This design comes from an exercise in tuning for small area on the open sky130 flow, not from production work.
Function was checked by simulation only, so behaviour that the tests miss may differ from the original.
No activity file was given, so power comes from the tool's default toggle rates.

==> umber <==
// adventureTop
module adventureTop (
	input  logic       turn,
	input  logic       rst,
	input  logic [3:0] buttons,
	input  adventurePkg::pixelX_t    pixelX,
	input  adventurePkg::pixelY_t    pixelY,
	input  logic       blank,
	input  adventurePkg::color_t     mapPixel,
	output adventurePkg::color_t     color,
	output adventurePkg::roomCoord_t roomX,
	output adventurePkg::roomCoord_t roomY,
	output adventurePkg::color_t     roomColor
);
Settings: LEC_CHECK=0, CAP_MARGIN=0, CORE_MARGIN=2, CORE_UTILIZATION=70, CTS_BUF_LIST=sky130_fd_sc_hd__clkbuf_8, SLEW_MARGIN=0; clock period 5.0 ns.
run.sh (not shown) runs the stock make flow with config.mk's settings and CLKGATE_MAP_FILE= SYNTH_SCRIPT=/design/flow/synth_recipe.tcl, a recipe that flattens the netlist after the stock synthesis.
==> inputs of delta, as changes to umber <==
==> flow/flow/run.sh (new file) <==
#!/bin/bash
# Layout flow: the standard flow, except that the port buffers are the
# smallest buffer cell and clock tree synthesis uses larger sink clusters and
# no dummy loads. The flow's output goes to standard.log here; each step's
# log is kept in orfs/logs/ by the flow scripts.
set -o pipefail
bash standard.sh finish "BUFFER_PORTS_ARGS=-buffer_cell sky130_fd_sc_hd__buf_1" \
	"CTS_ARGS=-sink_clustering_enable -repair_clock_nets -buf_list sky130_fd_sc_hd__clkbuf_8 -dont_use_dummy_load -sink_clustering_size 20 -sink_clustering_max_diameter 80" \
	> standard.log 2>&1
==> flow/standard.sh (new file) <==
#!/bin/bash
# synth_recipe.tcl (not shown) runs the flow's synth.tcl, then flattens the netlist and writes it again
# the make line also repeats each setting of config.mk as NAME=value (left out here)
make -C /OpenROAD-flow-scripts/flow DESIGN_CONFIG=/design/flow/config.mk WORK_HOME=/design/flow/orfs CLKGATE_MAP_FILE= SYNTH_SCRIPT=/design/flow/synth_recipe.tcl "${@:-finish}"
GPL_TIMING_DRIVEN = 0   (was not set)
SETUP_SLACK_MARGIN = 0.15   (was not set)
removed: flow/run.sh
==> inputs of violet, as changes to umber <==
--- a/flow/design.v
+++ b/flow/design.v
@@ -75,20 +75,18 @@
 	input  adventurePkg::pixelY_t    pixelY,
 	input  logic       blank,
 	input  adventurePkg::color_t     mapPixel,
 	output adventurePkg::color_t     color,
 	output adventurePkg::roomCoord_t roomX,
 	output adventurePkg::roomCoord_t roomY,
 	output adventurePkg::color_t     roomColor
 );
-	localparam int KX = -16;
-	localparam int KY = -20;
-	localparam int OX = 15 - KX;   
-	localparam int QY = -KY;       
+	localparam int KX = -9;
+	localparam int KY = -9;
 	logic [3:0] count;
 	logic       step;
 	logic       bump;
 	logic [9:0] px_n, cx_n, ox_n;
 	logic [8:0] py_n, cy_n, oy_n;
 	logic       yU, bU;
 	logic [1:0] held;
 	logic [3:0] rc;      
@@ -197,28 +195,28 @@
 	assign roomColor[0] = rc[0];
 	assign roomColor[2] = rc[0] | (rc[1] & (rc[3] | ~rc[2]));
 	assign roomColor[4] = rc[2] ? (rc[3] | ~rc[0]) : ((rc[3] ^ rc[1]) & ~rc[0]);
 	assign roomColor[6] = (rc[2] & (rc[3] | ~rc[0])) | (rc[3] & rc[1] & ~rc[0]);
 	function automatic logic keyShape(input logic [5:0] e, input logic ez,
 			input logic [4:0] f, input logic fz, input logic [9:0] kx, input logic [8:0] ky);
 		logic top, mid, low;
 		logic sA, sB, sC, sD, sE;
-		sA = !in10(kx, OX + 23, OX + 32);   
-		sB = !in10(kx, OX + 1, OX + 24);    
-		sC = !in10(kx, OX + 29, OX + 32);   
-		sD = !in10(kx, OX + 1, OX + 4);     
-		sE = !in10(kx, OX + 9, OX + 12);    
-		top = fz && f >= 5'(QY - 4) && f <= 5'(QY - 1) && !in9(ky, QY - 3, QY);
-		mid = fz && f >= 5'(QY) && f <= 5'(QY + 3) && !in9(ky, QY + 1, QY + 4);
-		low = fz && f >= 5'(QY + 4) && f <= 5'(QY + 7) && !in9(ky, QY + 5, QY + 8);
-		keyShape = ez && ((top && sA && e >= 6'(OX + 22) && e <= 6'(OX + 32))
-			|| (mid && ((sB && e >= 6'(OX) && e <= 6'(OX + 24)) || (sC && e >= 6'(OX + 28) && e <= 6'(OX + 32))))
-			|| (low && ((sD && e >= 6'(OX) && e <= 6'(OX + 4)) || (sE && e >= 6'(OX + 8) && e <= 6'(OX + 12))
-				|| (sA && e >= 6'(OX + 22) && e <= 6'(OX + 32)))));
+		sA = !in10(kx, 47, 56);    
+		sB = !in10(kx, 25, 48);    
+		sC = !in10(kx, 53, 56);    
+		sD = !in10(kx, 25, 28);    
+		sE = !in10(kx, 33, 36);    
+		top = fz && f >= 5'd5 && f <= 5'd8 && !in9(ky, 6, 9);
+		mid = fz && f >= 5'd9 && f <= 5'd12 && !in9(ky, 10, 13);
+		low = fz && f >= 5'd13 && f <= 5'd16 && !in9(ky, 14, 17);
+		keyShape = ez && ((top && sA && e >= 6'd46 && e <= 6'd56)
+			|| (mid && ((sB && e >= 6'd24 && e <= 6'd48) || (sC && e >= 6'd52 && e <= 6'd56)))
+			|| (low && ((sD && e >= 6'd24 && e <= 6'd28) || (sE && e >= 6'd32 && e <= 6'd36)
+				|| (sA && e >= 6'd46 && e <= 6'd56))));
 	endfunction
 	logic [6:0] ecX, eoX;
 	logic [5:0] epX, epY, ecY, eoY;
 	logic ecXz, eoXz, epXz, epYz, ecYz, eoYz;
 	logic inYRoom, inBRoom, inBCastle;
 	logic gateBar, gateShown, gateZone;
 	logic shapeC, shapeO, yellowHit, blackHit, playerHit;
 	assign epX = add5(pixelX[4:0], px_n[4:0]);   
@@ -232,27 +230,25 @@
 	assign eoX = add6(pixelX[5:0], ox_n[5:0]);
 	assign eoXz = hz4(pixelX[9:6], ox_n[9:6], eoX[6]);
 	assign eoY = add5(pixelY[4:0], oy_n[4:0]);
 	assign eoYz = hz4(pixelY[8:5], oy_n[8:5], eoY[5]);
 	assign inYRoom   = roomX == 4'd3 && roomY == 4'd5;
 	assign inBRoom   = roomX == 4'd4 && roomY == 4'd7;
 	assign inBCastle = roomX == 4'd1 && roomY == 4'd3;
 	assign gateShown = (inYRoom && !yU) || (inBCastle && !bU);
-	assign gateBar = ((pixelX[9:6] == 4'd4 && ((pixelX[5:0] >= 6'd48 && pixelX[5:0] <= 6'd52)
-			|| (pixelX[5:0] >= 6'd58 && pixelX[5:0] <= 6'd62)))
-		|| (pixelX[9:6] == 4'd5 && ((pixelX[5:0] >= 6'd4 && pixelX[5:0] <= 6'd8)
-			|| (pixelX[5:0] >= 6'd14 && pixelX[5:0] <= 6'd18))))
+	assign gateBar = ((pixelX >= 10'd304 && pixelX < 10'd309) || (pixelX >= 10'd314 && pixelX < 10'd319)
+		|| (pixelX >= 10'd324 && pixelX < 10'd329) || (pixelX >= 10'd334 && pixelX < 10'd339))
 		&& pixelY >= 9'd280 && pixelY <= 9'd360;
 	assign shapeC = keyShape(ecX[5:0], ecXz, ecY[4:0], ecYz, cx_n, cy_n);
 	assign shapeO = keyShape(eoX[5:0], eoXz, eoY[4:0], eoYz, ox_n, oy_n);
 	assign yellowHit = !yU && (inYRoom || held == 2'd1) && (held == 2'd1 ? shapeC : shapeO);
 	assign blackHit  = !bU && (inBRoom || held == 2'd2) && (held == 2'd2 ? shapeC : shapeO);
-	assign playerHit = pxIn(px_n, 9, 1014) && epXz && epX[4:0] >= 5'(OX - 24) && epX[4:0] <= 5'(OX - 7)
-		&& pyIn(py_n, 9, 502) && epYz && epY[4:0] >= 5'(QY - 9) && epY[4:0] <= 5'(QY + 8);
+	assign playerHit = pxIn(px_n, 9, 1014) && epXz && epX[4:0] <= 5'd17
+		&& pyIn(py_n, 9, 502) && epYz && epY[4:0] <= 5'd17;
 	assign gateZone = pxIn(px_n, 289, 1023) && pyIn(py_n, 0, 351);
 	always_ff @(posedge turn) begin
 		if (rst) begin
 			color <= '0;
 			bump <= 1'b0;
 		end else if (blank) begin
 			color <= '0;
 		end else begin
@@ -307,96 +303,90 @@
 		end else if (roomX == 4'd1 && roomY == 4'd5) begin
 			leftRoomX = 4'd2;
 			leftRoomY = 4'd5;
 		end else if (roomX == 4'd1 && roomY == 4'd4) begin
 			leftRoomX = 4'd1;
 			leftRoomY = 4'd6;
 		end
 	end
-	logic mvX, mvY, negX, negY;
-	logic [9:0] dX;
-	logic [8:0] dY;
-	logic goR, goD, goU, goL;
 	always_comb begin
-		mvX = step && ((buttons[3] && pxIn(px_n, 17, 1023)) || (buttons[0] && pxIn(px_n, 0, 623)));
-		negX = (buttons[3] && pxIn(px_n, 17, 1023)) ? bump : !bump;
-		dX = {{7{mvX & negX}}, {2{mvX & (bump ^ negX)}}, mvX};
-		nX = add10(px_n, dX);
-		mvY = step && ((buttons[2] && pyIn(py_n, 11, 511)) || (buttons[1] && pyIn(py_n, 0, 469)));
-		negY = (buttons[2] && pyIn(py_n, 11, 511)) ? bump : !bump;
-		dY = {{6{mvY & negY}}, {2{mvY & (bump ^ negY)}}, mvY};
-		nY = add9(py_n, dY);
-		goR = step && pxIn(px_n, 624, 1023) && roomX != 4'd8;
-		goD = step && !goR && pyIn(py_n, 470, 511) && roomY != 4'd8;
-		goU = step && !goR && !goD && pyIn(py_n, 0, 10) && roomY != 4'd0;
-		goL = step && !goR && !goD && !goU && pxIn(px_n, 0, 16) && roomX != 4'd0;
+		nX = px_n;
+		if (buttons[3] && pxIn(px_n, 17, 1023))
+			nX = add10(px_n, bump ? 10'h3F9 : 10'd1);
+		else if (buttons[0] && pxIn(px_n, 0, 623))
+			nX = add10(px_n, bump ? 10'd7 : 10'h3FF);
+		nY = py_n;
+		if (buttons[2] && pyIn(py_n, 11, 511))
+			nY = add9(py_n, bump ? 9'h1F9 : 9'd1);
+		else if (buttons[1] && pyIn(py_n, 0, 469))
+			nY = add9(py_n, bump ? 9'd7 : 9'h1FF);
 	end
 	always_ff @(posedge turn) begin
 		if (rst) begin
 			px_n <= pxRep(START_X);
 			py_n <= pyRep(START_Y);
 			roomX <= START_ROOM_X;
 			roomY <= START_ROOM_Y;
 			rc <= roomCode(START_ROOM_X, START_ROOM_Y);
-		end else begin
-			px_n <= goR ? pxRep(ENTRY_LEFT) : goL ? pxRep(ENTRY_RIGHT) : nX;
-			py_n <= goD ? pyRep(ENTRY_TOP) : goU ? pyRep(ENTRY_BOTTOM) : nY;
-			if (goR) begin
+		end else if (step) begin
+			px_n <= nX;
+			py_n <= nY;
+			if (pxIn(px_n, 624, 1023) && roomX != 4'd8) begin
 				roomX <= rightRoomX;
 				roomY <= rightRoomY;
-			end else if (goD) begin
+				px_n <= pxRep(ENTRY_LEFT);
+			end else if (pyIn(py_n, 470, 511) && roomY != 4'd8) begin
 				roomY <= roomY + 4'd1;
-			end else if (goU) begin
+				py_n <= pyRep(ENTRY_TOP);
+			end else if (pyIn(py_n, 0, 10) && roomY != 4'd0) begin
 				roomY <= roomY - 4'd1;
-			end else if (goL) begin
+				py_n <= pyRep(ENTRY_BOTTOM);
+			end else if (pxIn(px_n, 0, 16) && roomX != 4'd0) begin
 				roomX <= leftRoomX;
 				roomY <= leftRoomY;
+				px_n <= pxRep(ENTRY_RIGHT);
 			end
-			if (step)
-				rc <= roomCode(roomX, roomY);
+			rc <= roomCode(roomX, roomY);
 		end
 	end
-	logic onO, atUnlock, pickO, pick;
+	logic onO, atUnlock, pickO;
 	logic [9:0] dkX;
 	logic [8:0] dkY;
 	assign dkX = add10(ox_n, ~px_n);
 	assign dkY = add9(oy_n, ~py_n);
 	assign onO = !pxIn(ox_n, 977, 1008) && in10(dkX, 15, 45)
 		&& in9(oy_n, -503 - KY, -4 - KY) && in9(dkY, -4, 6);
 	assign atUnlock = pxIn(px_n, 289, 351) && pyIn(py_n, 0, 359);
-	assign pickO = onO && (held == 2'd1 ? (inBRoom && !bU)
-		: held == 2'd2 ? (inYRoom && !yU) : (inYRoom || inBRoom));
-	always_ff @(posedge turn)
-		pick <= pickO;
-	always_ff @(posedge turn) begin
-		if (step && pick) begin
-			cx_n <= ox_n;
-			cy_n <= oy_n;
-		end else if (step && held != 2'd0) begin
-			cx_n <= px_n;
-			cy_n <= py_n;
-		end
-	end
+	assign pickO = onO && (held == 2'd1 ? (inBRoom && !bU) : (inYRoom && !yU));
 	always_ff @(posedge turn) begin
 		if (rst) begin
+			cx_n <= pxRep(YELLOW_KEY_X - 15);
+			cy_n <= pyRep(YELLOW_KEY_Y);
 			ox_n <= pxRep(YELLOW_KEY_X - 15);
 			oy_n <= pyRep(YELLOW_KEY_Y);
 			yU <= 1'b0;
 			bU <= 1'b0;
 			held <= 2'd0;
 		end else if (step) begin
 			if (held == 2'd0) begin
-				if (pick)
-					held <= inYRoom ? 2'd1 : 2'd2;
+				if (pickO)
+					held <= 2'd1;
+				else if (inBRoom && onO)
+					held <= 2'd2;
 			end else begin
-				if (pick) begin
+				if (pickO) begin
 					held <= ~held;
+					cx_n <= ox_n;
+					cy_n <= oy_n;
 					ox_n <= px_n;
 					oy_n <= py_n;
+				end else begin
+					cx_n <= px_n;
+					cy_n <= py_n;
 				end
 				if (held == 2'd1 && inYRoom && atUnlock)
 					yU <= 1'b1;
 				if (held == 2'd2 && inBCastle && atUnlock)
 					bU <= 1'b1;
 			end
 		end
 	end
CAP_MARGIN = 20   (was 0)
CORE_UTILIZATION = 40   (was 70)
CTS_BUF_LIST = not set   (was sky130_fd_sc_hd__clkbuf_8)
SLEW_MARGIN = 20   (was 0)
==> results.py <==
metrics = {
    "sta": {
        "setup_ws_ps": -104.8,
        "finalSetupViolations": 30,
    },
    "outcome": {
        "outcome": "complete, but fails checks",
        "so_faults": "negative setup slack",
    },
}
(the above is from violet)
==> results.py <==
metrics = {
    "outcome": {
        "outcome": "no timing/DRC/antenna violations",
    },
    "clock_tree": {
        "cts_setup_buffers": 0,
        "htree_levels": 3,
    },
    "sta": {
        "setup_ws_ps": 149.2,
        "finalSetupViolations": 0,
    },
    "pwr": {
        "p_seq_uw": 728,
    },
}
(the above is from umber)
==> results.py <==
metrics = {
    "critical_path": {
        "crit_top_cell": "fa_2",
        "cp_max_fo": 3,
    },
    "hold_path": {
        "min_to": "count[0]",
    },
    "layout": {
        "reg_top3": "cx_n x10, ox_n x10, px_n x10",
    },
    "sta": {
        "setup_ws_ps": 76.42,
    },
    "routing": {
        "routed.top_layer": "met4",
    },
    "outcome": {
        "outcome": "no timing/DRC/antenna violations",
    },
}
(the above is from delta)

-- what the ideal ports hide --
How much do the figures lean on ideal ports? The routed layouts below were timed once more, with nothing changed but the port constraints. Step 1 sets driving cells, clkbuf_16 on the clock port and buf_2 on the other inputs (assumed; they add their load-dependent delay and slew). Step 2 times the ports against the registers' clock, not the clock port: input delays grow and output delays shrink by t, the midpoint of the rising clock arrivals with the driver on. Slacks: no drivers / after step 1 / after step 2; pairs: no drivers / after step 1.
| run | shift t [ns] | setup slack, ns | hold slack, ns | worst setup path at the end | worst data-port slew with drivers (ns) |
|---|---|---|---|---|---|
| umber | 0.412 | 0.149 / 0.160 / -0.253 | 0.463 / 0.463 / 0.463 | input to register | 0.04 |
| delta | 0.407 | 0.076 / 0.076 / -0.050 | 0.476 / 0.476 / 0.476 | input to register | 0.05 |
| violet | 0.399 | -0.105 / -0.105 / -0.264 | 0.447 / 0.447 / 0.447 | input to register | 0.03 |
Met with ideal ports but missed after step 2: setup timing in umber and delta. For umber, which loses most, drivers alone change the setup slack by +0.011 ns; drivers and shift together by -0.402 ns.
